Source: an optimization exercise on an open RTL-to-GDS flow (aim: small area). Production flows keep margins and buffers that such runs may drop.
Only simulation tests tie the RTL to the original design; equivalence was not proved.

Setup of run a:
==> flow/design.v (excerpt) <==
module rvPipe (
    input  logic             clk,
    input  logic             rstN,
    output rvIsaPkg::addr_t  instrAddr,
    input  rvIsaPkg::instr_t instr,
    output rvIsaPkg::word_t  dMemAddr,
    output rvIsaPkg::word_t  dMemData,
    output logic             dMemWrite
);
    logic               idValid;
    rvIsaPkg::regAddr_t exRs1, exRs2, exRd;
    logic [6:0]         exImmHi;
    logic [2:0]         exFunct3;
    logic               exUseImm, exRegWrite, exStore;
    rvIsaPkg::word_t    rs1Data, rs2Data, aluOut;
    fetchStage fetchStageInst (
        .clk     (clk),
        .rstN    (rstN),
        .pc      (instrAddr),
        .idValid (idValid)
    );
    decodeStage decodeStageInst (
        .clk(clk), .rstN(rstN), .instr(instr), .idValid(idValid),
        .exRs1(exRs1), .exRs2(exRs2), .exRd(exRd), .exImmHi(exImmHi),
        .exFunct3(exFunct3), .exUseImm(exUseImm),
        .exRegWrite(exRegWrite), .exStore(exStore)
    );
    regFile regFileInst (
        .clk        (clk),
        .rstN       (rstN),
        .rs1Addr    (exRs1),
        .rs2Addr    (exRs2),
        .wbRd       (exRd),
        .wbResult   (aluOut),
        .wbRegWrite (exRegWrite),
        .rs1Data    (rs1Data),
        .rs2Data    (rs2Data)
    );
    executeStage executeStageInst (
        .clk(clk), .rstN(rstN),
        .exRs2(exRs2), .exRd(exRd), .exImmHi(exImmHi), .exFunct3(exFunct3),
        .exUseImm(exUseImm), .exStore(exStore),
        .rs1Data(rs1Data), .rs2Data(rs2Data), .aluOut(aluOut),
        .dMemAddr(dMemAddr), .dMemData(dMemData), .dMemWrite(dMemWrite)
    );
endmodule
For scale: about 2800 cells after synthesis, ~130 I/O pins, about 45000 sq um of cells after synthesis.
==> module regFile, before the edit <==
module regFile (
    input  logic               clk,
    input  logic               rstN,
    input  rvIsaPkg::regAddr_t rs1Addr,
    input  rvIsaPkg::regAddr_t rs2Addr,
    input  rvIsaPkg::regAddr_t wbRd,
    input  rvIsaPkg::word_t    wbResult,
    input  logic               wbRegWrite,  
    output rvIsaPkg::word_t    rs1Data,
    output rvIsaPkg::word_t    rs2Data
);
    logic [31:1][31:0] regs;
    logic [31:1]       valid, we, sel1, sel2;
    logic [3:0] wrHi, rd1Hi, rd2Hi;
    logic [7:0] wrLo, rd1Lo, rd2Lo;
    always_comb begin
        for (int k = 0; k < 4; k++) begin
            wrHi[k]  = wbRegWrite && (wbRd[4:3] == k[1:0]);
            rd1Hi[k] = (rs1Addr[4:3] == k[1:0]);
            rd2Hi[k] = (rs2Addr[4:3] == k[1:0]);
        end
        for (int k = 0; k < 8; k++) begin
            wrLo[k]  = (wbRd[2:0] == k[2:0]);
            rd1Lo[k] = (rs1Addr[2:0] == k[2:0]);
            rd2Lo[k] = (rs2Addr[2:0] == k[2:0]);
        end
        for (int i = 1; i < 32; i++) begin
            we[i]   = wrHi[i/8] && wrLo[i%8];
            sel1[i] = valid[i] && rd1Hi[i/8] && rd1Lo[i%8];
            sel2[i] = valid[i] && rd2Hi[i/8] && rd2Lo[i%8];
        end
    end
    always_ff @(posedge clk or negedge rstN) begin
        if (!rstN) begin
            valid <= '0;
        end else begin
            valid <= valid | we;
        end
    end
    always_ff @(posedge clk) begin
        for (int i = 1; i < 32; i++) begin
            if (we[i]) begin
                regs[i] <= wbResult;
            end
        end
    end
    regReadPort readPort1 (.regs(regs), .sel(sel1), .data(rs1Data));
    regReadPort readPort2 (.regs(regs), .sel(sel2), .data(rs2Data));
endmodule
==> module executeStage, before the edit <==
module executeStage (
    input  logic               clk,
    input  logic               rstN,
    input  rvIsaPkg::regAddr_t exRs2,
    input  rvIsaPkg::regAddr_t exRd,
    input  logic [6:0]         exImmHi,
    input  logic [2:0]         exFunct3,
    input  logic               exUseImm,
    input  logic               exStore,
    input  rvIsaPkg::word_t    rs1Data,
    input  rvIsaPkg::word_t    rs2Data,
    output rvIsaPkg::word_t    aluOut,
    output rvIsaPkg::word_t    dMemAddr,
    output rvIsaPkg::word_t    dMemData,
    output logic               dMemWrite
);
    rvIsaPkg::word_t opBx, gen, prop, sum, rs2Part, immPart;
    logic [31:0]     grpG, grpP, carry;
    logic [11:0]     imm;
    logic            inv, lt, kP, kG, kC;
    assign imm  = {exImmHi, exStore ? exRd : exRs2};
    assign inv  = (!exUseImm && exImmHi[5]) || (exFunct3[2:1] == 2'b01);
    assign rs2Part = rs2Data & {32{!exUseImm}};
    assign immPart = exUseImm ? ({{20{imm[11]}}, imm} ^ {32{inv}}) : {32{inv}};
    assign opBx = rs2Part ^ immPart;
    assign gen  = rs1Data & opBx;
    assign prop = rs1Data ^ opBx;
    always_comb begin
        grpG    = gen;
        grpP    = prop;
        grpG[0] = gen[0] | (prop[0] & inv);
        for (int l = 0; l < 5; l++) begin
            for (int i = 0; i < 32; i++) begin
                if (i[l]) begin
                    grpG[i] = grpG[i] | (grpP[i] & grpG[((i >> l) << l) - 1]);
                    grpP[i] = grpP[i] & grpP[((i >> l) << l) - 1];
                end
            end
        end
    end
    assign carry = {grpG[30:0], inv};
    assign lt    = prop[31] ? !carry[31] : rs1Data[31];
    assign sum   = prop ^ carry;
    assign kC = (exFunct3 == rvIsaPkg::F3_ADD);
    assign kP = (exFunct3 == rvIsaPkg::F3_ADD) || (exFunct3 == rvIsaPkg::F3_XOR) ||
                (exFunct3 == rvIsaPkg::F3_OR);
    assign kG = (exFunct3 == rvIsaPkg::F3_OR) || (exFunct3 == rvIsaPkg::F3_AND);
    always_comb begin
        aluOut    = (prop & {32{kP}}) ^ (gen & {32{kG}}) ^ (carry & {32{kC}});
        aluOut[0] = aluOut[0] | ((exFunct3 == rvIsaPkg::F3_SLT) && lt);
    end
    always_ff @(posedge clk or negedge rstN) begin
        if (!rstN) begin
            dMemWrite <= 1'b0;
        end else begin
            dMemWrite <= exStore;
        end
    end
    always_ff @(posedge clk) begin
        dMemAddr <= sum;
        dMemData <= rs2Data;
    end
endmodule
==> module rvPipe, before the edit <==
module rvPipe (
    input  logic             clk,
    input  logic             rstN,
    output rvIsaPkg::addr_t  instrAddr,
    input  rvIsaPkg::instr_t instr,
    output rvIsaPkg::word_t  dMemAddr,
    output rvIsaPkg::word_t  dMemData,
    output logic             dMemWrite
);
    logic               idValid;
    rvIsaPkg::regAddr_t exRs1, exRs2, exRd;
    logic [6:0]         exImmHi;
    logic [2:0]         exFunct3;
    logic               exUseImm, exRegWrite, exStore;
    rvIsaPkg::word_t    rs1Data, rs2Data, aluOut;
    fetchStage fetchStageInst (
        .clk     (clk),
        .rstN    (rstN),
        .pc      (instrAddr),
        .idValid (idValid)
    );
    decodeStage decodeStageInst (
        .clk(clk), .rstN(rstN), .instr(instr), .idValid(idValid),
        .exRs1(exRs1), .exRs2(exRs2), .exRd(exRd), .exImmHi(exImmHi),
        .exFunct3(exFunct3), .exUseImm(exUseImm),
        .exRegWrite(exRegWrite), .exStore(exStore)
    );
    regFile regFileInst (
        .clk        (clk),
        .rstN       (rstN),
        .rs1Addr    (exRs1),
        .rs2Addr    (exRs2),
        .wbRd       (exRd),
        .wbResult   (aluOut),
        .wbRegWrite (exRegWrite),
        .rs1Data    (rs1Data),
        .rs2Data    (rs2Data)
    );
    executeStage executeStageInst (
        .clk(clk), .rstN(rstN),
        .exRs2(exRs2), .exRd(exRd), .exImmHi(exImmHi), .exFunct3(exFunct3),
        .exUseImm(exUseImm), .exStore(exStore),
        .rs1Data(rs1Data), .rs2Data(rs2Data), .aluOut(aluOut),
        .dMemAddr(dMemAddr), .dMemData(dMemData), .dMemWrite(dMemWrite)
    );
endmodule
==> flow/config.mk <==
export PLATFORM = sky130hd
export DESIGN_NAME = rvPipe
export DESIGN_NICKNAME = rvPipe
export VERILOG_FILES = /design/flow/design.v
export SDC_FILE = /design/flow/constraint.sdc
export NUM_CORES = 4
export LEC_CHECK = 0
export CAP_MARGIN = 20
export CORE_MARGIN = 2
export CORE_UTILIZATION = 65
export CTS_BUF_LIST = sky130_fd_sc_hd__clkbuf_8
export CTS_CLUSTER_DIAMETER = 50
export CTS_CLUSTER_SIZE = 16
export SETUP_SLACK_MARGIN = 0.4
export SLEW_MARGIN = 20
==> flow/constraint.sdc <==
create_clock -name core_clock -period 7.0 [get_ports {clk}]
set_input_delay 1.4000 -clock core_clock [delete_from_list [all_inputs] [get_ports {clk}]]
set_output_delay 1.4000 -clock core_clock [all_outputs]
set_load 0.01 [all_outputs]
standard.sh (not shown) runs the stock make flow with config.mk's settings and CLKGATE_MAP_FILE= SYNTH_SCRIPT=/design/flow/synth_recipe.tcl, a recipe that flattens the netlist after the stock synthesis.
==> flow/flow/run.sh <==
#!/bin/bash
# Own layout flow: the standard flow, except that synthesis maps the logic
# with an area-oriented ABC script and no adder cells (each module on its own),
# ports are buffered with the smallest buffer, and CTS adds no dummy loads.
# Each step's full output goes to a log file in the work folder.
set -euo pipefail
W=$(pwd)

# 1. synthesis (the registers come out as in the standard flow's own synthesis)
OWN_ABC_SCRIPT="$W/flow/area.abc" bash standard.sh \
  SYNTH_SCRIPT="$W/flow/synth_own.tcl" SYNTH_HIERARCHICAL=1 SYNTH_MINIMUM_KEEP_SIZE=0 \
  ADDER_MAP_FILE= synth > "$W/own_synth.log" 2>&1

# 2. floorplan to final layout
bash standard.sh \
  BUFFER_PORTS_ARGS="-buffer_cell sky130_fd_sc_hd__buf_1" \
  CTS_ARGS="-sink_clustering_enable -repair_clock_nets -dont_use_dummy_load -buf_list sky130_fd_sc_hd__clkbuf_8 -sink_clustering_size 16 -sink_clustering_max_diameter 50" \
  finish > "$W/own_layout.log" 2>&1

test -s "$W/out/final.def"
==> flow/flow/area.abc <==
strash
 &get -n
 &dch
 &nf -R 1000 -p
 &put
==> flow/flow/synth_own.tcl <==
# The standard flow's synthesis script (synth_recipe.tcl), with one change: ABC maps the
# logic with the script named by OWN_ABC_SCRIPT instead of ORFS's speed script.
proc synth {args} { yosys synth -nofsm -noshare {*}$args }
set own_f [open $::env(SCRIPTS_DIR)/synth.tcl]
set own_txt [read $own_f]
close $own_f
set own_txt [string map [list {log_cmd abc {*}$abc_args} {log_cmd abc {*}[lreplace $abc_args 1 1 $::env(OWN_ABC_SCRIPT)]}] $own_txt]
if { [string first OWN_ABC_SCRIPT $own_txt] < 0 } { error "could not place the ABC script" }
eval $own_txt
# left out here: clear keep_hierarchy, flatten, clean up, hide names made inside functions, write 1_2_yosys.v
--- input diff run a..run b ---
--- a/flow/design.v
+++ b/flow/design.v
@@ -93,37 +93,31 @@
     input  rvIsaPkg::regAddr_t rs2Addr,
     input  rvIsaPkg::regAddr_t wbRd,
     input  rvIsaPkg::word_t    wbResult,
     input  logic               wbRegWrite,  
+    input  logic               wbClear,     
     output rvIsaPkg::word_t    rs1Data,
     output rvIsaPkg::word_t    rs2Data
 );
     logic [31:1][31:0] regs;
-    logic [31:1]       valid, we, sel1, sel2;
+    logic [31:1]       we, sel1, sel2;
     logic [3:0] wrHi, rd1Hi, rd2Hi;
     logic [7:0] wrLo, rd1Lo, rd2Lo;
     always_comb begin
         for (int k = 0; k < 4; k++) begin
-            wrHi[k]  = wbRegWrite && (wbRd[4:3] == k[1:0]);
+            wrHi[k]  = (wbRegWrite && (wbRd[4:3] == k[1:0])) || wbClear;
             rd1Hi[k] = (rs1Addr[4:3] == k[1:0]);
             rd2Hi[k] = (rs2Addr[4:3] == k[1:0]);
         end
         for (int k = 0; k < 8; k++) begin
-            wrLo[k]  = (wbRd[2:0] == k[2:0]);
+            wrLo[k]  = (wbRd[2:0] == k[2:0]) || wbClear;
             rd1Lo[k] = (rs1Addr[2:0] == k[2:0]);
             rd2Lo[k] = (rs2Addr[2:0] == k[2:0]);
         end
         for (int i = 1; i < 32; i++) begin
             we[i]   = wrHi[i/8] && wrLo[i%8];
-            sel1[i] = valid[i] && rd1Hi[i/8] && rd1Lo[i%8];
-            sel2[i] = valid[i] && rd2Hi[i/8] && rd2Lo[i%8];
-        end
-    end
-    always_ff @(posedge clk or negedge rstN) begin
-        if (!rstN) begin
-            valid <= '0;
-        end else begin
-            valid <= valid | we;
+            sel1[i] = rd1Hi[i/8] && rd1Lo[i%8];
+            sel2[i] = rd2Hi[i/8] && rd2Lo[i%8];
         end
     end
     always_ff @(posedge clk) begin
         for (int i = 1; i < 32; i++) begin
@@ -194,8 +188,9 @@
     input  logic [6:0]         exImmHi,
     input  logic [2:0]         exFunct3,
     input  logic               exUseImm,
     input  logic               exStore,
+    input  logic               exClear,    
     input  rvIsaPkg::word_t    rs1Data,
     input  rvIsaPkg::word_t    rs2Data,
     output rvIsaPkg::word_t    aluOut,
     output rvIsaPkg::word_t    dMemAddr,
@@ -228,15 +223,15 @@
     end
     assign carry = {grpG[30:0], inv};
     assign lt    = prop[31] ? !carry[31] : rs1Data[31];
     assign sum   = prop ^ carry;
-    assign kC = (exFunct3 == rvIsaPkg::F3_ADD);
-    assign kP = (exFunct3 == rvIsaPkg::F3_ADD) || (exFunct3 == rvIsaPkg::F3_XOR) ||
-                (exFunct3 == rvIsaPkg::F3_OR);
-    assign kG = (exFunct3 == rvIsaPkg::F3_OR) || (exFunct3 == rvIsaPkg::F3_AND);
+    assign kC = !exClear && (exFunct3 == rvIsaPkg::F3_ADD);
+    assign kP = !exClear && ((exFunct3 == rvIsaPkg::F3_ADD) || (exFunct3 == rvIsaPkg::F3_XOR) ||
+                             (exFunct3 == rvIsaPkg::F3_OR));
+    assign kG = !exClear && ((exFunct3 == rvIsaPkg::F3_OR) || (exFunct3 == rvIsaPkg::F3_AND));
     always_comb begin
         aluOut    = (prop & {32{kP}}) ^ (gen & {32{kG}}) ^ (carry & {32{kC}});
-        aluOut[0] = aluOut[0] | ((exFunct3 == rvIsaPkg::F3_SLT) && lt);
+        aluOut[0] = aluOut[0] | (!exClear && (exFunct3 == rvIsaPkg::F3_SLT) && lt);
     end
     always_ff @(posedge clk or negedge rstN) begin
         if (!rstN) begin
             dMemWrite <= 1'b0;
@@ -284,15 +279,16 @@
         .rs2Addr    (exRs2),
         .wbRd       (exRd),
         .wbResult   (aluOut),
         .wbRegWrite (exRegWrite),
+        .wbClear    (!idValid),      
         .rs1Data    (rs1Data),
         .rs2Data    (rs2Data)
     );
     executeStage executeStageInst (
         .clk(clk), .rstN(rstN),
         .exRs2(exRs2), .exRd(exRd), .exImmHi(exImmHi), .exFunct3(exFunct3),
-        .exUseImm(exUseImm), .exStore(exStore),
+        .exUseImm(exUseImm), .exStore(exStore), .exClear(!idValid),
         .rs1Data(rs1Data), .rs2Data(rs2Data), .aluOut(aluOut),
         .dMemAddr(dMemAddr), .dMemData(dMemData), .dMemWrite(dMemWrite)
     );
 endmodule
- [compare] base=run a new=run b: aggregate routed wire length increased by 1.8% relative to the old numbers; final instance count without filler cells decreased by 113 relative to the old numbers.
- Run b: number of cells on the critical path is 1 higher than what run a reported.
- Die outline area: run b better than run a
- Post-route fraction of the period consumed by the critical path delta (run a -> run b): insignificant
- Run b ends up with a placed instance count that is about 2.6% lower than in run a.
- Run b against run a: data arrival time of the worst path higher; global-route wire length before repair higher; synthesized area lower; transition time of the tightest slew-check pin higher.

[re-timing with driven ports]
In the flow no input, the clock included, has a driving cell. The finished layouts below were timed again as built, in two steps. Step 1 (the two cells are an assumption about what drives the block):
set clk [get_ports {clk}]
set_driving_cell -lib_cell sky130_fd_sc_hd__clkbuf_16 $clk
set_driving_cell -lib_cell sky130_fd_sc_hd__buf_2 [delete_from_list [all_inputs] $clk]
Step 2 moves the port delays by t, midway between the first and last clock arrival at a register: inputs arrive t later, outputs are due t later. That takes back most of the time a late clock gives input paths. Slacks: ideal ports / drivers / drivers and shift; pairs: ideal ports / drivers.
run | t, ns | setup WS [ns] | worst setup path at the end | worst data-port slew with drivers (ns)
run a | 0.806 | 0.601 / 0.601 / 0.601 | register to register | 0.08
run b | 0.780 | 0.595 / 0.595 / 0.595 | register to register | 0.04
After both steps every run listed still meets setup and hold.
